What follows belongs to an exercise in optimizing a design on an open flow for small area; a production flow would make more cautious choices. Only simulation tests tie the RTL to the original design; equivalence was not proved. Power figures rest on the tool's default switching activity, not on a simulated workload. The clock port is modelled as an ideal driver; clocking choices that lean on that would not hold on a real chip.

File: config.mk
export PLATFORM = sky130hd
export DESIGN_NAME = dmem_responder
export DESIGN_NICKNAME = dmem_responder
export VERILOG_FILES = /design/flow/design.v
export SDC_FILE = /design/flow/constraint.sdc
export NUM_CORES = 4
export LEC_CHECK = 0
export CAP_MARGIN = 20
export CORE_MARGIN = 2
export CORE_UTILIZATION = 70
export PLACE_DENSITY = 0.78
export SETUP_SLACK_MARGIN = 0.15
export SLEW_MARGIN = 20
export SYNTH_HIERARCHICAL = 1
File: flow/run.sh
#!/bin/bash
# Layout flow: the standard flow (standard.sh) with the clock tree built
# without dummy loads and the ports buffered with a plain buffer cell.
set -euo pipefail
export CTS_ARGS="-sink_clustering_enable -repair_clock_nets -dont_use_dummy_load -buf_list sky130_fd_sc_hd__clkbuf_16 -sink_clustering_size 30 -sink_clustering_max_diameter 80"
export BUFFER_PORTS_ARGS="-buffer_cell sky130_fd_sc_hd__buf_1"
bash standard.sh > standard.log 2>&1
File: constraint.sdc
create_clock -name core_clock -period 6.0 [get_ports {clk}]
set_input_delay 1.2000 -clock core_clock [delete_from_list [all_inputs] [get_ports {clk}]]
set_output_delay 1.2000 -clock core_clock [all_outputs]
set_load 0.01 [all_outputs]
File: design.v
module dmem_responder #(
  parameter int DEPTH   = 64,
  parameter int LATENCY = 2
) (
  input  logic        clk,
  input  logic        reset,
  input  logic        req,
  input  logic        we,
  input  logic [1:0]  size,
  input  logic [31:0] addr,
  input  logic [31:0] wdata,
  output logic        ready,
  output logic [31:0] rdata,
  output logic        err
);
  localparam int NR = 16;   
  localparam int NS = 4;    
  logic       w1, w2, rdy, er;   
  logic [1:0] rot;               
  logic       swept;             
  logic       wv;                
  logic       rd;                
  logic [5:0]  idx;              
  logic [3:0]  be;               
  logic [31:0] rbuf;             
  logic idle, acc, errin;
  logic [3:0] be_in;
  logic [31:0] wd_in;
  assign idle  = ~(w1 | w2 | rdy);
  assign acc   = idle & req;
  assign errin = (size == 2'b11) | (size == 2'b01 & addr[0]) |
                 (size == 2'b10 & (addr[1:0] != 2'b00)) | (addr[31:8] != 24'd0);
  always_comb begin
    case (size)
      2'b00:   be_in = 4'b0001 << addr[1:0];
      2'b01:   be_in = addr[1] ? 4'b1100 : 4'b0011;
      default: be_in = 4'b1111;
    endcase
    case (size)
      2'b00:   wd_in = {4{wdata[7:0]}};
      2'b01:   wd_in = {2{wdata[15:0]}};
      default: wd_in = wdata;
    endcase
  end
  always_ff @(posedge clk or negedge reset) begin
    if (!reset) begin
      w1    <= 1'b0;
      w2    <= 1'b0;
      rdy   <= 1'b0;
      er    <= 1'b0;
      rot   <= 2'd0;
      swept <= 1'b0;
      wv    <= 1'b0;
      rd    <= 1'b0;
    end else begin
      w1  <= acc & ~errin;
      w2  <= w1;
      rdy <= w2 | (acc & errin);
      er  <= acc & errin;
      rot <= rot + 2'd1;
      if (rot == 2'd3) swept <= 1'b1;
      if (idle) begin
        wv <= req & we & ~errin;
        rd <= req & ~we & ~errin & swept;
      end
    end
  end
  logic [31:0] slot [NR][NS];
  logic [31:0] tap;
  logic [NR-1:0] rsel;
  logic [3:0] rc;
  logic [1:0] jc;
  logic hit, wnow;
  assign rc   = idle ? addr[7:4] : idx[5:2];
  assign jc   = idle ? addr[3:2] : idx[1:0];
  assign hit  = (jc + rot) == 2'd0;                
  assign wnow = wv & ((idx[1:0] + rot) == 2'd3);   
  logic [NR-1:0] rwn;
  logic [3:0]    ben;
  always_comb
    for (int r = 0; r < NR; r++) rwn[r] = ~(wnow & (idx[5:2] == 4'(r)));
  assign ben = ~be;
  always_comb
    for (int r = 0; r < NR; r++) rsel[r] = (rc == 4'(r));
  for (genvar b = 0; b < 32; b++) begin : g_tap
    logic [NR-1:0] col;
    for (genvar r = 0; r < NR; r++) begin : g_col
      assign col[r] = slot[r][0][b];
    end
    dmem_sel16 u_sel (.d(col), .s(rsel), .y(tap[b]));
  end
  for (genvar r = 0; r < NR; r++) begin : g_ring
    logic [3:0] selw, hold;
    logic [31:0] sw, sh;
    for (genvar l = 0; l < 4; l++) begin : g_lane
      dmem_lanesel u_ls (.rn(rwn[r]), .bn(ben[l]), .cn(~swept), .s(selw[l]), .h(hold[l]));
    end
    always_comb begin
      for (int b = 0; b < 32; b++) begin
        sw[b] = selw[b/8];
        sh[b] = hold[b/8];
      end
    end
    logic [31:0] nxt;
    for (genvar b = 0; b < 32; b++) begin : g_bit
      dmem_port u_port (.d(rbuf[b]), .s(sw[b]), .q(slot[r][NS-1][b]), .h(sh[b]), .y(nxt[b]));
    end
    always_ff @(posedge clk) begin
      slot[r][0] <= nxt;
      for (int p = 1; p < NS; p++) slot[r][p] <= slot[r][p-1];
    end
  end
  always_ff @(posedge clk) begin
    if (idle) begin
      idx <= addr[7:2];
      be  <= be_in;
    end
    if (idle & we)
      rbuf <= wd_in;
    else if (hit & ~(~idle & wv))
      rbuf <= tap;
  end
  assign ready = rdy;
  assign err   = er;
  assign rdata = (rdy & rd) ? (hit ? tap : rbuf) : 32'd0;
endmodule
module dmem_port (
  input  logic d,
  input  logic s,
  input  logic q,
  input  logic h,
  output logic y
);
  assign y = (d & s) | (q & h);
endmodule
module dmem_sel16 (
  input  logic [15:0] d,
  input  logic [15:0] s,
  output logic        y
);
  logic [5:0] n;   
  for (genvar g = 0; g < 5; g++) begin : g_aoi
    dmem_aoi3 u_aoi (.d(d[3*g +: 3]), .s(s[3*g +: 3]), .y(n[g]));
  end
  dmem_nand2 u_last (.a(d[15]), .b(s[15]), .y(n[5]));
  dmem_nand6 u_or (.a(n), .y(y));
endmodule
module dmem_aoi3 (
  input  logic [2:0] d,
  input  logic [2:0] s,
  output logic       y
);
  assign y = ~|(d & s);
endmodule
module dmem_nand2 (
  input  logic a,
  input  logic b,
  output logic y
);
  assign y = ~(a & b);
endmodule
module dmem_nand6 (
  input  logic [5:0] a,
  output logic       y
);
  assign y = ~&a;
endmodule
module dmem_lanesel (
  input  logic rn,
  input  logic bn,
  input  logic cn,
  output logic s,
  output logic h
);
  dmem_nor2 u_s (.a(rn), .b(bn), .y(s));
  dmem_nor2 u_h (.a(s), .b(cn), .y(h));
endmodule
module dmem_nor2 (
  input  logic a,
  input  logic b,
  output logic y
);
  assign y = ~(a | b);
endmodule
File: standard.sh
#!/bin/bash
# synth_recipe.tcl (not shown) runs the flow's synth.tcl, then flattens the netlist and writes it again
# the make line also repeats each setting of config.mk as NAME=value (left out here)
make -C /OpenROAD-flow-scripts/flow DESIGN_CONFIG=/design/flow/config.mk WORK_HOME=/design/flow/orfs CLKGATE_MAP_FILE= SYNTH_SCRIPT=/design/flow/synth_recipe.tcl "${@:-finish}"
==> results_tabular.tex, run 1 <==
\begin{tabular}{lr}
\hline
Metric & Value \\
\hline
\multicolumn{2}{l}{\textbf{Synthesis}} \\
Ranking of synthesized cells by area & dfxtp\_1, a22o\_1, a222oi\_1, edfxtp\_1, nor2\_1 \\
Most frequent cells after synthesis & dfxtp\_1, a22o\_1, nor2\_1, a222oi\_1, nand2\_1 \\
Sequential area share after synthesis & 82.5\% \\
Number of enable-type register cells in the synthesized netlist & 42 \\
Cell with the most instances after synthesis & dfxtp\_1 \\
Yosys top cell by area & dfxtp\_1 \\
Area fraction of the dominant cell type after synthesis & 79.6\% \\
Yosys warning count & 9 \\
Number of register bits inferred by synthesis & 2099 \\
Post-Syn Area & approximately 51000 sq um \\
Primary flip-flop cell chosen by synthesis mapping & dfxtp\_1 \\
Mean Syn Cell Area & 15.4 sq um \\
Syn Nets & 3421 \\
Synthesized instance count & 3348 \\
Post-synthesis async set-or-reset flop share & 0.429\% \\
Number of distinct library cells after synthesis & 46 \\
\multicolumn{2}{l}{\textbf{Timing}} \\
Worst slew margin & a little under a quarter \\
Shortest clock period the worst path allows after layout & 5.63 ns \\
Portion of the clock cycle consumed by the worst path in the final layout & roughly 94\% \\
Final Hold Fails & 0 \\
Final TNS setup & 0 ns \\
Slew at the pin closest to its max-slew limit & 1.15 ns \\
Fmax achieved & roughly 0.18 GHz \\
Number of slew-limit violations in the final report & 0 \\
Post-route clock skew & 0.0362 ns \\
Number of failing setup endpoints in the final timing report & 0 \\
Setup repair after global routing missed its margin & false \\
\multicolumn{2}{l}{\textbf{Final layout}} \\
Post-route cell area & about 55000 sq um \\
Final Util & 76.0\% \\
Cell Count, Final, Fillers Out & 4500 \\
Area grow syn2layout & 7.49\% \\
Ratio of cells with drive above 1 in the final layout & 4.10\% \\
Count of nets after finishing & 3613 \\
\multicolumn{2}{l}{\textbf{Die}} \\
Number of placement rows & 99 \\
Height of the chip & about 280 um \\
Effective utilization at floorplan & 70.7\% \\
CORE AREA & 72800 sq um \\
Top-level port count & 104 \\
Full die area & 75700 sq um \\
Die boundary width & 275 um \\
\multicolumn{2}{l}{\textbf{Route}} \\
Routed Antenna Nets & 0 \\
Drt pass-1 iters & 17 \\
Routed wire length & 127 mm \\
Routed length per instance & 28.1 um \\
Number of design rule violations left after detail routing & 0 \\
Avg Vias per Cell & 6.42 \\
Routed vias & 28900 \\
Starting DRT DRC Count & 4380 \\
\multicolumn{2}{l}{\textbf{Worst setup path}} \\
Critical path class & reg2out \\
Worst path slowest cell & a222oi\_1 \\
Kind of end point of the critical path & output pin \\
Arrival time at the worst endpoint & 4.43 ns \\
Critical Path Fanout Max & 17 \\
Setup slack of the most critical reg-to-reg path & 1.96 ns \\
Cell chain of the critical path & or3\_4 -> inv\_2 -> nor2\_1 -> a31oi\_2 -> nor2\_2 -> buf\_4 -> a222oi\_1 -> and4\_1 -> nand3\_1 -> nand2\_1 -> o21ai\_1 -> buf\_1 \\
Depth of the most critical reg-to-reg path & 11 \\
Largest stage delay on the critical path & approximately 0.63 ns \\
Data required, critical path & between 4 and 5 ns \\
Kind of launch point of the worst setup path & register \\
\multicolumn{2}{l}{\textbf{CTS}} \\
Clock buffer count from CTS & 80 \\
Worst skew pair latency & 0.65 ns \\
Post-CTS setup buffers & 0 \\
Worst-case clock buffer depth & 3 \\
Buffer type at the clock tree root & clkbuf\_16 \\
CTS-repair resized insts & 0 \\
Clock transition at path regs & around 0.11 ns \\
Number of H-tree levels & 3 \\
Number of buffers added to fix hold violations after cts & 0 \\
CTS Sinks & roughly 2100 \\
TritonCTS clock tree & built \\
\multicolumn{2}{l}{\textbf{Min path}} \\
Number of cells on the worst hold path & 0 \\
Classification of the worst-slack hold path & reg2reg \\
\multicolumn{2}{l}{\textbf{Place}} \\
Placed instance area & approximately 53000 sq um \\
HPWL Detailed & 81.7 mm \\
Number of I/O port buffers & 103 \\
Total placed cells including tap cells & 4416 \\
GPL Wtd Cong & slightly above 0.9 \\
\multicolumn{2}{l}{\textbf{Global route}} \\
Vias in the first global route & 28000 \\
Total global routing overflow & 0 \\
Number of antenna violations at the first check in global routing & 5 \\
Pin count of the biggest net entering global routing & 65 \\
Wire length of the first global-routing pass & 182 mm \\
Total routing resource utilization after global routing & roughly 33\% \\
\multicolumn{2}{l}{\textbf{Power and ir drop}} \\
Worst voltage drop across the vdd grid & 0.352 mV \\
Pwr dens & about 380 nW/um\^{}2 \\
Pleak & between 20 and 25 nW \\
\multicolumn{2}{l}{\textbf{Run status}} \\
Status & finished clean \\
\multicolumn{2}{l}{\textbf{Job}} \\
Number of max-cap violations & 0 \\
\hline
\end{tabular}
-- per-module statistics from Yosys, one instance, submodules excluded, excerpt --
module	copies in the design	flops+latches
dmem_responder	1	2099
dmem_nor2	128	0
dmem_port	512	0
dmem_aoi3	160	0
dmem_nand6	32	0
dmem_nand2	32	0
-- power breakdown --
part / total (W) / internal [W] / leakage (nW) / switching [W]
Clock: 0.00628 / 0.00242 / 0.986 / 0.00387
Combinational: 0.000325 / 0.0000631 / 3.11 / 0.000262
Sequential: 0.0142 / 0.0140 / 17.0 / 0.000188
Total: 0.0208 / 0.0165 / 21.1 / 0.00432
-- path summary, 6_finish.rpt --
check,to,startpoint
worst max-delay path,rdata[29],w2
worst min-delay path,slot[6][9],slot[5][9]
worst max register to register,rbuf[30],w2
worst min register to register,slot[6][9],slot[5][9]
max in group asynchronous,swept,reset
min in group asynchronous,w2,reset
-- critical path, delay by kind of cell, from the launching register on --
family | cells | cell delay, ns
AOI/OAI and AO/OA | 3 | 1.15
buffers and inverters | 3 | 0.70
DFF | 1 | 0.44
and+or+nand+nor | 6 | 1.46
-- cell usage in the layout (no fill, tap or decap), types with 8 or more instances in the layout --
| cell | count |
|---|---|
| buf_1 | 102 |
| a21oi_1 | 11 |
| clkbuf_16 | 80 |
| inv_1 | 8 |
| a22o_1 | 512 |
| mux2i_1 | 24 |
| nand2_1 | 130 |
| and4_1 | 32 |
| nand3_1 | 37 |
| o21ai_1 | 29 |
| buf_4 | 35 |
| dfxtp_1 | 2048 |
| nand4_1 | 33 |
| edfxtp_1 | 42 |
| o21ai_0 | 28 |
| nor2_2 | 10 |
| a222oi_1 | 160 |
| nor2_1 | 147 |
| dfrtp_1 | 9 |
-- final cells by class --
| type | count | area, sq um |
|---|---|---|
| Sequential cell | 2099 | 42500 |
| Fill cell | 4317 | 17500 |
| Multi-Input combinational cell | 1211 | 8960 |
| Clock buffer | 80 | 2000 |
| Tap cell | 959 | 1200 |
| Timing Repair Buffer | 138 | 651 |
| Inverter | 10 | 37.5 |
| Antenna cell | 3 | 7.51 |
-- registers in the layout, summed over array words and instances, names as in the netlist, 2 cells and up --
| name | count |
|---|---|
| be | 4 |
| idx | 6 |
| rbuf | 32 |
| rot | 2 |
| slot | 2048 |
-- through the flow --
| step | total power (W) | setup WS, ns | hold slack, ns |
|---|---|---|---|
| 3_3_place_gp | 0.0148 | 0.877 | 0.310 |
| 5_1_grt | 0.0213 | 0.268 | 0.293 |
| 2_1_floorplan | 0.0145 | 1.24 | 0.310 |
| 6_report | 0.0208 | 0.369 | 0.283 |
| 3_5_place_dp | 0.0148 | 0.811 | 0.312 |
| 4_1_cts | 0.0208 | 0.192 | 0.287 |
-- cells by family (layout without fill, tap and decap cells) --
logic type | count (synthesis) | count (layout) | synth area share (%)
buffers and inverters | 39 | 228 | 0.328
AO/OA/AOI/OAI | 757 | 757 | 12.7
adder cells (fa/ha/maj) | 3 | 3 | 0.0729
AND/OR/NAND/NOR | 423 | 424 | 3.80
other | 0 | 3 | 0
XOR/XNOR | 3 | 3 | 0.0802
flip-flops | 2099 | 2099 | 82.5
multiplexers | 24 | 24 | 0.467
-- routing by layer --
metal / global-route usage [%] / share of wire, %
met4: 12.5 / 4.3
met2: 49.3 / 43
met5: 0 / 0.0079
met3: 7.70 / 11
met1: 47.2 / 41
==> run 2, diff against run 1 <==
==> flow/run.sh (replaced) <==
#!/bin/bash
set -euo pipefail
export CTS_ARGS="-sink_clustering_enable -repair_clock_nets -dont_use_dummy_load -buf_list sky130_fd_sc_hd__clkbuf_16 -sink_clustering_size 30 -sink_clustering_max_diameter 80"
export BUFFER_PORTS_ARGS="-buffer_cell sky130_fd_sc_hd__buf_1"
bash standard.sh > standard.log 2>&1
==> run 2 against run 1 <==
- critical endpoint unchanged
- synthesized area unchanged
- critical path depth unchanged
- flip-flop and latch count unchanged
- clock-buffer cell count unchanged
- sequential power about the same
- worst hold slack unchanged
- still clean on timing, DRC and antenna
==> results_tabular.tex, run 2 <==
\begin{tabular}{lr}
\hline
Metric & Value \\
\hline
\multicolumn{2}{l}{\textbf{Run status}} \\
Status & finished clean \\
\multicolumn{2}{l}{\textbf{Place}} \\
Number of I/O port buffers & 103 (unchanged) \\
HPWL Detailed & 81.7 mm (unchanged) \\
GPL Wtd Cong & 0.930 (unchanged) \\
Worst slack, placed & 0.811 ns (unchanged) \\
\multicolumn{2}{l}{\textbf{Power and ir drop}} \\
Pwr dens & 376 nW/um\^{}2 (unchanged) \\
Relative contribution of combinational cells to total power & 1.6\% (about the same) \\
Flop pwr share & 68.2\% (about the same) \\
Part of the total power dissipated in the clock network & 30.2\% (about the same) \\
Pleak & 21.1 nW (unchanged) \\
Post-layout total power & 0.0208 W (unchanged) \\
Worst voltage drop across the vdd grid & 0.352 mV (unchanged) \\
Switching power total & 0.00432 W (unchanged) \\
Switching share of power & 20.7\% (unchanged) \\
Internal power & 0.0165 W (unchanged) \\
\multicolumn{2}{l}{\textbf{CTS}} \\
Clock transition at path regs & 0.11 ns (about the same) \\
Worst-case clock buffer depth & 3 (unchanged) \\
Buffer type at the clock tree root & clkbuf\_16 \\
Clock buffer count from CTS & 80 (unchanged) \\
Worst skew pair latency & 0.65 ns (about the same) \\
CTS Sinks & 2099 (unchanged) \\
TritonCTS clock tree & built \\
Post-CTS setup buffers & 0 (unchanged) \\
Number of H-tree levels & 3 (unchanged) \\
\multicolumn{2}{l}{\textbf{Route}} \\
Number of design rule violations left after detail routing & 0 (unchanged) \\
Routed length per instance & 28.1 um (unchanged) \\
Routed wire length & 127 mm (unchanged) \\
Routed Antenna Nets & 0 (unchanged) \\
Routed vias & 28900 (unchanged) \\
Starting DRT DRC Count & 4380 (unchanged) \\
Drt pass-1 iters & 17 (unchanged) \\
Avg Vias per Cell & 6.42 (unchanged) \\
\multicolumn{2}{l}{\textbf{Timing}} \\
Slew at the pin closest to its max-slew limit & 1.15 ns (unchanged) \\
Number of slew-limit violations in the final report & 0 (unchanged) \\
Post-Route Hold Slack & 0.283 ns (unchanged) \\
Number of failing setup endpoints in the final timing report & 0 (unchanged) \\
Post-route clock skew & 0.0362 ns (unchanged) \\
Worst slew margin & 23.6\% (unchanged) \\
Final TNS setup & 0 ns (unchanged) \\
Worst setup margin & 0.369 ns (unchanged) \\
Portion of the clock cycle consumed by the worst path in the final layout & 93.8\% (unchanged) \\
Setup repair after global routing missed its margin & false \\
Final Hold Fails & 0 (unchanged) \\
Fmax achieved & 0.178 GHz (unchanged) \\
Shortest clock period the worst path allows after layout & 5.63 ns (unchanged) \\
\multicolumn{2}{l}{\textbf{Synthesis}} \\
Post-synthesis async set-or-reset flop share & 0.429\% (unchanged) \\
Yosys top cell by area & dfxtp\_1 \\
Number of distinct library cells after synthesis & 46 (unchanged) \\
Most frequent cells after synthesis & dfxtp\_1, a22o\_1, nor2\_1, a222oi\_1, nand2\_1 \\
Area fraction of the dominant cell type after synthesis & 79.6\% (unchanged) \\
Sequential area share after synthesis & 82.5\% (unchanged) \\
Ranking of synthesized cells by area & dfxtp\_1, a22o\_1, a222oi\_1, edfxtp\_1, nor2\_1 \\
Number of register bits inferred by synthesis & 2099 (unchanged) \\
Cell with the most instances after synthesis & dfxtp\_1 \\
Post-Syn Area & 51500 sq um (unchanged) \\
Number of enable-type register cells in the synthesized netlist & 42 (unchanged) \\
Mean Syn Cell Area & 15.4 sq um (unchanged) \\
Primary flip-flop cell chosen by synthesis mapping & dfxtp\_1 \\
Synthesized instance count & 3348 (unchanged) \\
Yosys warning count & 9 (unchanged) \\
Syn Nets & 3421 (unchanged) \\
\multicolumn{2}{l}{\textbf{Final layout}} \\
Flip-flop count of the largest register after layout & 2048 (unchanged) \\
Ratio of cells with drive above 1 in the final layout & 4.10\% (unchanged) \\
Highest-count cells in the layout ignoring fill and taps & dfxtp\_1, a22o\_1, a222oi\_1, nor2\_1, nand2\_1 \\
Register bank with the most flops & slot \\
Largest registers & slot (2048), rbuf (32), idx (6) \\
Area grow syn2layout & 7.49\% (unchanged) \\
Count of nets after finishing & 3613 (unchanged) \\
Most common cell after layout, fill and taps aside & dfxtp\_1 \\
\multicolumn{2}{l}{\textbf{Worst setup path}} \\
Worst path slowest cell & a222oi\_1 \\
Number of buffer and inverter stages on the critical path & 3 (unchanged) \\
Arrival time at the worst endpoint & 4.43 ns (about the same) \\
Critical path class & reg2out \\
Largest delay share family, worst path & simple AND/OR/NAND/NOR gates \\
Critical Path Fanout Max & 17 (unchanged) \\
Largest stage delay on the critical path & 0.63 ns (about the same) \\
Kind of launch point of the worst setup path & register \\
Data required, critical path & 4.80 ns (about the same) \\
Cell chain of the critical path & or3\_4 -> inv\_2 -> nor2\_1 -> a31oi\_2 -> nor2\_2 -> buf\_4 -> a222oi\_1 -> and4\_1 -> nand3\_1 -> nand2\_1 -> o21ai\_1 -> buf\_1 \\
Kind of end point of the critical path & output pin \\
\multicolumn{2}{l}{\textbf{Die}} \\
Effective utilization at floorplan & 70.7\% (unchanged) \\
Number of placement rows & 99 (unchanged) \\
CORE AREA & 72800 sq um (unchanged) \\
Die boundary width & 275 um (unchanged) \\
Height of the chip & 275 um (unchanged) \\
Top-level port count & 104 (unchanged) \\
Full die area & 75700 sq um (unchanged) \\
\multicolumn{2}{l}{\textbf{Global route}} \\
Pin count of the biggest net entering global routing & 65 (unchanged) \\
Number of antenna violations at the first check in global routing & 5 (unchanged) \\
Total routing resource utilization after global routing & 33.0\% (unchanged) \\
Wire length of the first global-routing pass & 182 mm (unchanged) \\
Vias in the first global route & 28000 (unchanged) \\
Total global routing overflow & 0 (unchanged) \\
\multicolumn{2}{l}{\textbf{Job}} \\
Number of max-cap violations & 0 (unchanged) \\
\multicolumn{2}{l}{\textbf{Min path}} \\
Classification of the worst-slack hold path & reg2reg \\
\hline
\end{tabular}
==> run 2: cell counts after synthesis <==
No cell type changed its count.
==> run 2: layout make-up <==
type	instances	area [sq um]
diodes	3	7.51
clock buffers	80	2000
fillers	4317	17500
inverters	10	37.5
multi-input cells	1211	8960
flip-flops and latches	2099	42500
well taps	959	1200
repair buffers	138	651
==> run 2: routing by layer <==
metal / GRT usage [%] / share of wire [%] / wire length [um] / vias to the layer above
li1: - / - / - / 12500
met1: 47.2 / 41 / 52400 / 14200
met2: 49.3 / 43 / 55000 / 1774
met3: 7.70 / 11 / 13800 / 316
met4: 12.5 / 4.3 / 5390 / 2
met5: 0 / 0.0079 / 10 / -
==> run 2: cell families (layout without fill, tap and decap cells) <==
family / Yosys count / count (layout) / share of synthesized area [%]
XOR/XNOR: 3 / 3 / 0.0802
multiplexers: 24 / 24 / 0.467
flip-flops: 2099 / 2099 / 82.5
buffers and inverters: 39 / 228 / 0.328
AND/OR/NAND/NOR: 423 / 424 / 3.80
AO/OA/AOI/OAI: 757 / 757 / 12.7
adder cells (fa/ha/maj): 3 / 3 / 0.0729
other: 0 / 3 / 0
==> run 2: what timing repair did <==
action / in CTS / in global routing
setup endpoints to repair: 0 / 32
resized for setup: 0 / 8
hold buffers: 0 / 0
==> run 2: modules after synthesis (local to each module, per instance), excerpt <==
module | times used | flops+latches | area, sq um | cells inside
dmem_port | 512 | 0 | 8.76 | 1
dmem_nand6 | 32 | 0 | 13.8 | 2
dmem_nor2 | 128 | 0 | 3.75 | 1
dmem_nand2 | 32 | 0 | 3.75 | 1
dmem_aoi3 | 160 | 0 | 10.0 | 1
dmem_responder | 1 | 2099 | 44400 | 2452
==> run 2: per-stage QoR <==
step / std cells / util, % / area (sq um)
5_1_grt: 4497 / 76.0 / 55300
3_3_place_gp: 4416 / 73.2 / 53300
4_1_cts: 4496 / 75.9 / 55300
2_1_floorplan: 3348 / - / 51500
6_report: 4500 / 76.0 / 55300
3_5_place_dp: 4416 / 73.2 / 53300
==> run 2: final timing paths <==
| check | start | to | slack (ns) | cells past startpoint |
|---|---|---|---|---|
| hold / removal | slot[5][9] | slot[6][9] | 0.28 | 0 |
| hold reg to reg | slot[5][9] | slot[6][9] | 0.28 | 0 |
| max in group asynchronous | reset | swept | 5.19 | 1 |
| setup reg to reg | w2 | rbuf[30] | 1.96 | 11 |
| setup / recovery | w2 | rdata[29] | 0.37 | 12 |
| min in group asynchronous | reset | w2 | 0.46 | 1 |
==> run 2: power groups by stage <==
stage	logic (W)	registers, W	clock network, W
2_1_floorplan	0.000119	0.0144	0
3_3_place_gp	0.000292	0.0145	0
3_5_place_dp	0.000300	0.0145	0
4_1_cts	0.000302	0.0142	0.00629
5_1_grt	0.000331	0.0142	0.00676
6_report	0.000325	0.0142	0.00628
==> run 3, diff against run 2 <==
==> flow/run.sh (replaced) <==
#!/bin/bash
set -euo pipefail
export CTS_ARGS="-sink_clustering_enable -repair_clock_nets -dont_use_dummy_load -buf_list sky130_fd_sc_hd__clkbuf_16 -sink_clustering_size 34 -sink_clustering_max_diameter 85"
export BUFFER_PORTS_ARGS="-buffer_cell sky130_fd_sc_hd__buf_1"
bash standard.sh > standard.log 2>&1
--- a/config.mk
+++ b/config.mk
@@ -9,6 +9,5 @@
 export CORE_MARGIN = 2
 export CORE_UTILIZATION = 70
 export PLACE_DENSITY = 0.78
-export SETUP_SLACK_MARGIN = 0.15
 export SLEW_MARGIN = 20
 export SYNTH_HIERARCHICAL = 1
==> run 3 against run 2 <==
- still clean on timing, DRC and antenna
- die area unchanged
- clock-buffer cell count down 9
- worst setup slack worse by 0.046 ns
- routed wire length down 1.1%
- combinational power down 2%
- cell count down 0.29%
- clock power down 5.4%
- critical endpoint is now rdata[10]
- largest cell class unchanged
==> results_tabular.tex, run 3 <==
\begin{tabular}{lr}
\hline
Metric & Value \\
\hline
\multicolumn{2}{l}{\textbf{Die}} \\
CORE AREA & 72800 sq um (unchanged) \\
Die boundary width & 275 um (unchanged) \\
Effective utilization at floorplan & 70.7\% (unchanged) \\
Full die area & 75700 sq um (unchanged) \\
Height of the chip & 275 um (unchanged) \\
Number of placement rows & 99 (unchanged) \\
Top-level port count & 104 (unchanged) \\
\multicolumn{2}{l}{\textbf{Min path}} \\
Hold-critical path endpoint & slot[42][30] \\
Classification of the worst-slack hold path & reg2reg \\
Hold path start & slot[41][30] \\
Number of cells on the worst hold path & 0 (unchanged) \\
\multicolumn{2}{l}{\textbf{Synthesis}} \\
Synthesized instance count & 3348 (unchanged) \\
Post-Syn Area & 51500 sq um (unchanged) \\
Number of register bits inferred by synthesis & 2099 (unchanged) \\
Primary flip-flop cell chosen by synthesis mapping & dfxtp\_1 \\
Yosys top cell by area & dfxtp\_1 \\
Most frequent cells after synthesis & dfxtp\_1, a22o\_1, nor2\_1, a222oi\_1, nand2\_1 \\
Ranking of synthesized cells by area & dfxtp\_1, a22o\_1, a222oi\_1, edfxtp\_1, nor2\_1 \\
Sequential area share after synthesis & 82.5\% (unchanged) \\
Mean Syn Cell Area & 15.4 sq um (unchanged) \\
Area fraction of the dominant cell type after synthesis & 79.6\% (unchanged) \\
Number of distinct library cells after synthesis & 46 (unchanged) \\
Syn Nets & 3421 (unchanged) \\
Yosys warning count & 9 (unchanged) \\
Cell with the most instances after synthesis & dfxtp\_1 \\
Post-synthesis async set-or-reset flop share & 0.429\% (unchanged) \\
Number of enable-type register cells in the synthesized netlist & 42 (unchanged) \\
\multicolumn{2}{l}{\textbf{Power and ir drop}} \\
Worst voltage drop across the vdd grid & 0.382 mV (+8.6\%) \\
Pleak & 21.0 nW (-0.54\%) \\
Pwr dens & 372 nW/um\^{}2 (-1.2\%) \\
Post-layout total power & 0.0205 W (-1.7\%) \\
\multicolumn{2}{l}{\textbf{CTS}} \\
CTS Sinks & 2099 (unchanged) \\
Number of buffers added to fix hold violations after cts & 0 (unchanged) \\
Buffer type at the clock tree root & clkbuf\_16 \\
Worst-case clock buffer depth & 3 (unchanged) \\
TritonCTS clock tree & built \\
Number of H-tree levels & 3 (unchanged) \\
Clock transition at path regs & 0.12 ns (about the same) \\
Worst skew pair latency & 0.66 ns (about the same) \\
CTS-repair resized insts & 0 (unchanged) \\
Clock buffer count from CTS & 71 (-11\%) \\
Post-CTS setup buffers & 0 (unchanged) \\
\multicolumn{2}{l}{\textbf{Worst setup path}} \\
Data required, critical path & 4.80 ns (about the same) \\
Endpoint of the most critical register-to-register path & rbuf[26] \\
Largest stage delay on the critical path & 0.51 ns (-0.12 ns) \\
Largest delay share family, worst path & simple AND/OR/NAND/NOR gates \\
Kind of launch point of the worst setup path & register \\
Critical path class & reg2out \\
Arrival time at the worst endpoint & 4.48 ns (+0.05 ns) \\
Launching point of the worst reg2reg path & w2 \\
Cell chain of the critical path & or3\_4 -> inv\_2 -> nor2\_1 -> a31oi\_1 -> nor2\_2 -> buf\_4 -> a222oi\_1 -> and4\_1 -> nand3\_1 -> nand2\_1 -> o21ai\_1 -> buf\_1 \\
Worst path slowest cell & or3\_4 \\
Setup slack of the most critical reg-to-reg path & 1.97 ns (about the same) \\
Number of buffer and inverter stages on the critical path & 3 (unchanged) \\
Depth of the most critical reg-to-reg path & 11 (unchanged) \\
Kind of end point of the critical path & output pin \\
Critical Path Fanout Max & 17 (unchanged) \\
\multicolumn{2}{l}{\textbf{Global route}} \\
Number of antenna violations at the first check in global routing & 7 (+2) \\
Pin count of the biggest net entering global routing & 65 (unchanged) \\
M1 GR Usage & 46.8\% (-0.41 points) \\
Wire length of the first global-routing pass & 180 mm (-0.91\%) \\
Vias in the first global route & 27800 (-0.70\%) \\
Global-route track usage on met3 & 7.23\% (-0.47 points) \\
Most congested layer reported by global routing & met2 \\
Total global routing overflow & 0 (unchanged) \\
Met2 usage in global routing & 48.1\% (-1.2 points) \\
Total routing resource utilization after global routing & 32.7\% (-0.29 points) \\
\multicolumn{2}{l}{\textbf{Timing}} \\
Slew at the pin closest to its max-slew limit & 1.17 ns (+0.0212 ns) \\
Number of slew-limit violations in the final report & 0 (unchanged) \\
Final TNS setup & 0 ns (unchanged) \\
Fmax achieved & 0.176 GHz (-0.82\%) \\
Final Hold Fails & 0 (unchanged) \\
Setup repair after global routing missed its margin & false \\
Post-route clock skew & 0.0301 ns (-0.00619 ns) \\
Number of failing setup endpoints in the final timing report & 0 (unchanged) \\
Portion of the clock cycle consumed by the worst path in the final layout & 94.6\% (+0.77 points) \\
Shortest clock period the worst path allows after layout & 5.68 ns (+0.0464 ns) \\
Worst slew margin & 22.1\% (-1.5 points) \\
\multicolumn{2}{l}{\textbf{Place}} \\
HPWL Detailed & 81.7 mm (unchanged) \\
GPL Wtd Cong & 0.930 (unchanged) \\
Number of I/O port buffers & 103 (unchanged) \\
\multicolumn{2}{l}{\textbf{Final layout}} \\
Count of nets after finishing & 3603 (-0.28\%) \\
Ratio of cells with drive above 1 in the final layout & 3.77\% (-0.33 points) \\
Area grow syn2layout & 6.96\% \\
Highest-count cells in the layout ignoring fill and taps & dfxtp\_1, a22o\_1, a222oi\_1, nor2\_1, nand2\_1 \\
Register bank with the most flops & slot \\
Largest registers & slot (2048), rbuf (32), idx (6) \\
Most common cell after layout, fill and taps aside & dfxtp\_1 \\
Flip-flop count of the largest register after layout & 2048 (unchanged) \\
Antenna diode instance count & 0 (-3) \\
\multicolumn{2}{l}{\textbf{Route}} \\
Drt pass-1 iters & 14 (-3) \\
Routed wire length & 125 mm (-1.1\%) \\
Avg Vias per Cell & 6.34 (-1.2\%) \\
Routed Antenna Nets & 0 (unchanged) \\
Routed length per instance & 27.9 um (-0.81\%) \\
Number of design rule violations left after detail routing & 0 (unchanged) \\
Starting DRT DRC Count & 4349 (-0.71\%) \\
Routed vias & 28400 (-1.5\%) \\
\multicolumn{2}{l}{\textbf{Run status}} \\
Status & finished clean \\
\multicolumn{2}{l}{\textbf{Job}} \\
Number of max-cap violations & 0 (unchanged) \\
\hline
\end{tabular}
==> run 3: worst register-to-register path: cells and delay by family, from the launching register on <==
family / cells / cell delay [ns]
AOI/OAI and AO/OA: 1 / 0.90
xor gates and xnor gates: 1 / 0.19
buffers and inverters: 3 / 0.84
and+or+nand+nor: 5 / 1.24
DFF: 1 / 0.44
adders and majority gates: 1 / 0.15
==> run 3: per-stage QoR <==
step                hold WS [ns]  utilization (%)  cell area [sq um]  instances  setup slack (ns)
floorplan                  0.310                -              51500       3348              1.24
global placement           0.310             73.2              53300       4416             0.877
detailed placement         0.312             73.2              53300       4416             0.811
CTS                        0.314             75.6              55100       4487             0.198
global route               0.317             75.6              55100       4487             0.217
finish                     0.315             75.6              55100       4487             0.323
==> run 3: per-layer routing <==
| metal | part of all wire (%) | vias to the layer above |
|---|---|---|
| met5 | 0.030 | - |
| met4 | 4.8 | 6 |
| met3 | 11 | 309 |
| met2 | 43 | 1679 |
| met1 | 42 | 14000 |
| li1 | - | 12500 |
==> run 3: report_power, final <==
group | switching [W] | internal, W | leakage (nW)
Combinational | 0.000256 | 0.0000622 | 3.10
Sequential | 0.000188 | 0.0140 | 17.0
Clock | 0.00378 | 0.00216 | 0.875
Total | 0.00422 | 0.0162 | 21.0
==> run 3: kinds of logic (layout without fill, tap and decap cells) <==
group / count (synthesis) / after routing / synth area share [%]
mux: 24 / 24 / 0.467
flops: 2099 / 2099 / 82.5
compound gates: 757 / 757 / 12.7
xor+xnor: 3 / 3 / 0.0802
simple gates: 423 / 423 / 3.80
fa+ha+maj: 3 / 3 / 0.0729
buf+inv: 39 / 219 / 0.328
==> run 3: layout make-up <==
type                    instances  area (sq um)
clock buffers                  71          1780
fillers                      4366         17800
inverters                      10          37.5
multi-input cells            1210          8920
flip-flops and latches       2099         42500
well taps                     959          1200
repair buffers                138           651
==> run 3: how the worst max path moves through the flow <==
| stage | endpoint | startpoint | cells after the start |
|---|---|---|---|
| 2_1_floorplan | rdata[0] | w2 | 10 |
| 3_3_place_gp | rdata[1] | addr[5] | 11 |
| 3_5_place_dp | rdata[1] | addr[5] | 11 |
| 4_1_cts | rdata[1] | w2 | 12 |
| 5_1_grt | rdata[31] | w2 | 11 |
| 6_report | rdata[10] | w2 | 12 |
==> run 3: modules after synthesis (local to each module, per instance), excerpt <==
module | area (sq um) | cells inside | flip-flops and latches
dmem_nor2 | 3.75 | 1 | 0
dmem_port | 8.76 | 1 | 0
dmem_nand6 | 13.8 | 2 | 0
dmem_aoi3 | 10.0 | 1 | 0
dmem_nand2 | 3.75 | 1 | 0
dmem_responder | 44400 | 2452 | 2099
==> run 4, diff against run 3 <==
--- a/config.mk
+++ b/config.mk
@@ -5,9 +5,9 @@
 export SDC_FILE = /design/flow/constraint.sdc
 export NUM_CORES = 4
 export LEC_CHECK = 0
-export CAP_MARGIN = 20
+export CAP_MARGIN = 5
 export CORE_MARGIN = 2
 export CORE_UTILIZATION = 70
 export PLACE_DENSITY = 0.78
-export SLEW_MARGIN = 20
+export SLEW_MARGIN = 5
 export SYNTH_HIERARCHICAL = 1
==> run 4 against run 3 <==
- combinational power hardly changed
- routed wire length stayed put
- critical path depth stayed put
- highest routed layer unchanged
- first-iteration DRC count stayed put
- worst setup slack stayed put
- cell area stayed put
- critical endpoint unchanged
- sequential share of layout area stayed put
- via count stayed put
- cell count stayed put
- register-to-register slack hardly changed
==> results_tabular.tex, run 4 <==
\begin{tabular}{lr}
\hline
Metric & Value \\
\hline
\multicolumn{2}{l}{\textbf{Run status}} \\
Status & finished clean \\
\multicolumn{2}{l}{\textbf{CTS}} \\
Number of H-tree levels & 3 (unchanged) \\
CTS-repair resized insts & 0 (unchanged) \\
Worst skew pair latency & 0.66 ns (about the same) \\
Buffer type at the clock tree root & clkbuf\_16 \\
Post-CTS setup buffers & 0 (unchanged) \\
Clock transition at path regs & 0.12 ns (about the same) \\
Worst-case clock buffer depth & 3 (unchanged) \\
Number of buffers added to fix hold violations after cts & 0 (unchanged) \\
CTS Sinks & 2099 (unchanged) \\
Clock buffer count from CTS & 71 (unchanged) \\
TritonCTS clock tree & built \\
\multicolumn{2}{l}{\textbf{Timing}} \\
Setup repair after global routing missed its margin & false \\
Worst slew margin & 22.1\% (unchanged) \\
Final Hold Fails & 0 (unchanged) \\
Number of slew-limit violations in the final report & 0 (unchanged) \\
Final TNS setup & 0 ns (unchanged) \\
Slew at the pin closest to its max-slew limit & 1.17 ns (unchanged) \\
Number of failing setup endpoints in the final timing report & 0 (unchanged) \\
Shortest clock period the worst path allows after layout & 5.68 ns (unchanged) \\
Post-route clock skew & 0.0301 ns (unchanged) \\
Portion of the clock cycle consumed by the worst path in the final layout & 94.6\% (unchanged) \\
Fmax achieved & 0.176 GHz (unchanged) \\
\multicolumn{2}{l}{\textbf{Final layout}} \\
Register bank with the most flops & slot \\
Count of nets after finishing & 3603 (unchanged) \\
Flip-flop count of the largest register after layout & 2048 (unchanged) \\
Highest-count cells in the layout ignoring fill and taps & dfxtp\_1, a22o\_1, a222oi\_1, nor2\_1, nand2\_1 \\
Post-route cell area & 55100 sq um (unchanged) \\
Number of filler cells placed in the layout & 4366 (unchanged) \\
Area grow syn2layout & 6.96\% (unchanged) \\
Largest registers & slot (2048), rbuf (32), idx (6) \\
Antenna diode instance count & 0 (unchanged) \\
Most common cell after layout, fill and taps aside & dfxtp\_1 \\
Ratio of cells with drive above 1 in the final layout & 3.77\% (unchanged) \\
\multicolumn{2}{l}{\textbf{Die}} \\
Effective utilization at floorplan & 70.7\% (unchanged) \\
CORE AREA & 72800 sq um (unchanged) \\
Die boundary width & 275 um (unchanged) \\
Height of the chip & 275 um (unchanged) \\
Full die area & 75700 sq um (unchanged) \\
Number of placement rows & 99 (unchanged) \\
Top-level port count & 104 (unchanged) \\
\multicolumn{2}{l}{\textbf{Global route}} \\
Total routing resource utilization after global routing & 32.7\% (unchanged) \\
Wire length of the first global-routing pass & 180 mm (unchanged) \\
Number of antenna violations at the first check in global routing & 7 (unchanged) \\
Vias in the first global route & 27800 (unchanged) \\
Pin count of the biggest net entering global routing & 65 (unchanged) \\
Total global routing overflow & 0 (unchanged) \\
\multicolumn{2}{l}{\textbf{Power and ir drop}} \\
Switching share of power & 20.6\% (unchanged) \\
Worst voltage drop across the vdd grid & 0.382 mV (unchanged) \\
Internal power & 0.0162 W (unchanged) \\
Pwr dens & 372 nW/um\^{}2 (unchanged) \\
Switching power total & 0.00422 W (unchanged) \\
Part of the total power dissipated in the clock network & 29.0\% (about the same) \\
Relative contribution of combinational cells to total power & 1.6\% (about the same) \\
Pleak & 21.0 nW (unchanged) \\
Flop pwr share & 69.4\% (about the same) \\
\multicolumn{2}{l}{\textbf{Synthesis}} \\
Number of register bits inferred by synthesis & 2099 (unchanged) \\
Sequential area share after synthesis & 82.5\% (unchanged) \\
Most frequent cells after synthesis & dfxtp\_1, a22o\_1, nor2\_1, a222oi\_1, nand2\_1 \\
Number of enable-type register cells in the synthesized netlist & 42 (unchanged) \\
Ranking of synthesized cells by area & dfxtp\_1, a22o\_1, a222oi\_1, edfxtp\_1, nor2\_1 \\
Yosys top cell by area & dfxtp\_1 \\
Yosys warning count & 9 (unchanged) \\
Synthesized instance count & 3348 (unchanged) \\
Syn Nets & 3421 (unchanged) \\
Cell with the most instances after synthesis & dfxtp\_1 \\
Post-Syn Area & 51500 sq um (unchanged) \\
Area fraction of the dominant cell type after synthesis & 79.6\% (unchanged) \\
Post-synthesis async set-or-reset flop share & 0.429\% (unchanged) \\
Mean Syn Cell Area & 15.4 sq um (unchanged) \\
Number of distinct library cells after synthesis & 46 (unchanged) \\
Primary flip-flop cell chosen by synthesis mapping & dfxtp\_1 \\
\multicolumn{2}{l}{\textbf{Worst setup path}} \\
Cell chain of the critical path & or3\_4 -> inv\_2 -> nor2\_1 -> a31oi\_1 -> nor2\_2 -> buf\_4 -> a222oi\_1 -> and4\_1 -> nand3\_1 -> nand2\_1 -> o21ai\_1 -> buf\_1 \\
Endpoint of the most critical register-to-register path & rbuf[26] \\
Kind of end point of the critical path & output pin \\
Arrival time at the worst endpoint & 4.48 ns (about the same) \\
Critical Path Fanout Max & 17 (unchanged) \\
Largest stage delay on the critical path & 0.51 ns (about the same) \\
Data required, critical path & 4.80 ns (about the same) \\
Launching point of the worst reg2reg path & w2 \\
Largest delay share family, worst path & simple AND/OR/NAND/NOR gates \\
Number of buffer and inverter stages on the critical path & 3 (unchanged) \\
Depth of the most critical reg-to-reg path & 11 (unchanged) \\
Kind of launch point of the worst setup path & register \\
Worst path slowest cell & or3\_4 \\
Critical path class & reg2out \\
Setup slack of the most critical reg-to-reg path & 1.97 ns (about the same) \\
\multicolumn{2}{l}{\textbf{Route}} \\
Avg Vias per Cell & 6.34 (unchanged) \\
Routed vias & 28400 (unchanged) \\
Routed Antenna Nets & 0 (unchanged) \\
Number of design rule violations left after detail routing & 0 (unchanged) \\
Routed wire length & 125 mm (unchanged) \\
Starting DRT DRC Count & 4349 (unchanged) \\
Drt pass-1 iters & 14 (unchanged) \\
Routed length per instance & 27.9 um (unchanged) \\
\multicolumn{2}{l}{\textbf{Min path}} \\
Hold path start & slot[41][30] \\
Hold-critical path endpoint & slot[42][30] \\
Number of cells on the worst hold path & 0 (unchanged) \\
Classification of the worst-slack hold path & reg2reg \\
\multicolumn{2}{l}{\textbf{Job}} \\
Number of max-cap violations & 0 (unchanged) \\
\multicolumn{2}{l}{\textbf{Place}} \\
GPL Wtd Cong & 0.930 (unchanged) \\
Placed instance area & 53300 sq um (unchanged) \\
HPWL Detailed & 81.7 mm (unchanged) \\
Number of I/O port buffers & 103 (unchanged) \\
\hline
\end{tabular}
-- run 4: cell counts after synthesis --
Identical to the previous run, type by type.
-- run 4: routing by layer --
layer | track usage [%] | part of all wire (%)
met5 | 0 | 0.030
met4 | 14.7 | 4.8
met3 | 7.23 | 11
met2 | 48.1 | 43
met1 | 46.8 | 42
-- run 4: layout make-up --
type	count	area [sq um]	share of cell area (%)
sequential	2099	42500	77.2
tap	959	1200	2.18
clock buffer	71	1780	3.23
multi-input combinational	1210	8920	16.2
timing repair buffer	138	651	1.18
inverter	10	37.5	0.0682
-- run 4: worst max-delay path by stage --
stage,startpoint,to,slack (ns),cells past startpoint
after floorplan,w2,rdata[0],1.24,10
after global placement,addr[5],rdata[1],0.88,11
after detailed placement,addr[5],rdata[1],0.81,11
after CTS,w2,rdata[1],0.20,12
after global routing,w2,rdata[31],0.22,11
final,w2,rdata[10],0.32,12
-- run 4: metrics by stage --
stage / worst slack (ns) / utilization [%] / total power, W / cells / hold WS (ns)
after detailed placement: 0.811 / 73.2 / 0.0148 / 4416 / 0.312
after floorplan: 1.24 / - / 0.0145 / 3348 / 0.310
after global routing: 0.217 / 75.6 / 0.0209 / 4487 / 0.317
after global placement: 0.877 / 73.2 / 0.0148 / 4416 / 0.310
after CTS: 0.198 / 75.6 / 0.0205 / 4487 / 0.314
final: 0.323 / 75.6 / 0.0205 / 4487 / 0.315
-- run 4: worst register-to-register path: cells and delay by family (launching register included) --
kind                     cells  cell delay [ns]
flip-flops                   1             0.44
adder cells (fa/ha/maj)      1             0.15
AO/OA/AOI/OAI                1             0.90
buffers and inverters        3             0.84
AND/OR/NAND/NOR              5             1.24
XOR/XNOR                     1             0.19
-- run 4: modules after synthesis (local to each module, per instance), excerpt --
| module | flip-flops and latches | cells | times used |
|---|---|---|---|
| dmem_aoi3 | 0 | 1 | 160 |
| dmem_nand2 | 0 | 1 | 32 |
| dmem_nand6 | 0 | 2 | 32 |
| dmem_nor2 | 0 | 1 | 128 |
| dmem_port | 0 | 1 | 512 |
| dmem_responder | 2099 | 2452 | 1 |
-- run 4: cells by family after synthesis --
family                     synth area share, %
AOI/OAI and AO/OA                         12.7
muxes                                    0.467
DFF                                       82.5
and+or+nand+nor                           3.80
xor gates and xnor gates                0.0802
adders and majority gates               0.0729
buffers and inverters                    0.328
-- run 4: power by group through the flow --
stage | Clock [W] | Combinational [W] | Sequential (W)
CTS | 0.00596 | 0.000301 | 0.0142
global route | 0.00641 | 0.000325 | 0.0142
floorplan | 0 | 0.000119 | 0.0144
global placement | 0 | 0.000292 | 0.0145
finish | 0.00594 | 0.000318 | 0.0142
detailed placement | 0 | 0.000300 | 0.0145

afterwards: timing with drivers on the ports:
No port has a modelled driver above. Below, the same layouts with a new extraction and two added sets of constraints.
Step 1 (the two cells are an assumption about what drives the block):
set clk [get_ports {clk}]
set_driving_cell -lib_cell sky130_fd_sc_hd__clkbuf_16 $clk
set_driving_cell -lib_cell sky130_fd_sc_hd__buf_2 [delete_from_list [all_inputs] $clk]
Step 2 moves the port delays by t, midway between the first and last clock arrival at a register: inputs arrive t later, outputs are due t later. That takes back most of the time a late clock gives input paths.
Three values: ideal, step 1, step 2; two values: the first two.
run	shift t [ns]	setup WS [ns]	latest minus earliest clock arrival (ns)	worst slew at a driven data input, ns	pins driven straight from the clock port
run 1	0.711	0.369 / 0.301 / 0.536	0.059 / 0.059	0.08	1
run 2	0.711	0.369 / 0.301 / 0.536	0.059 / 0.059	0.08	1
run 3	0.716	0.323 / 0.256 / 0.540	0.035 / 0.035	0.09	1
run 4	0.716	0.323 / 0.256 / 0.540	0.035 / 0.035	0.09	1
After both steps every run listed still meets setup and hold.
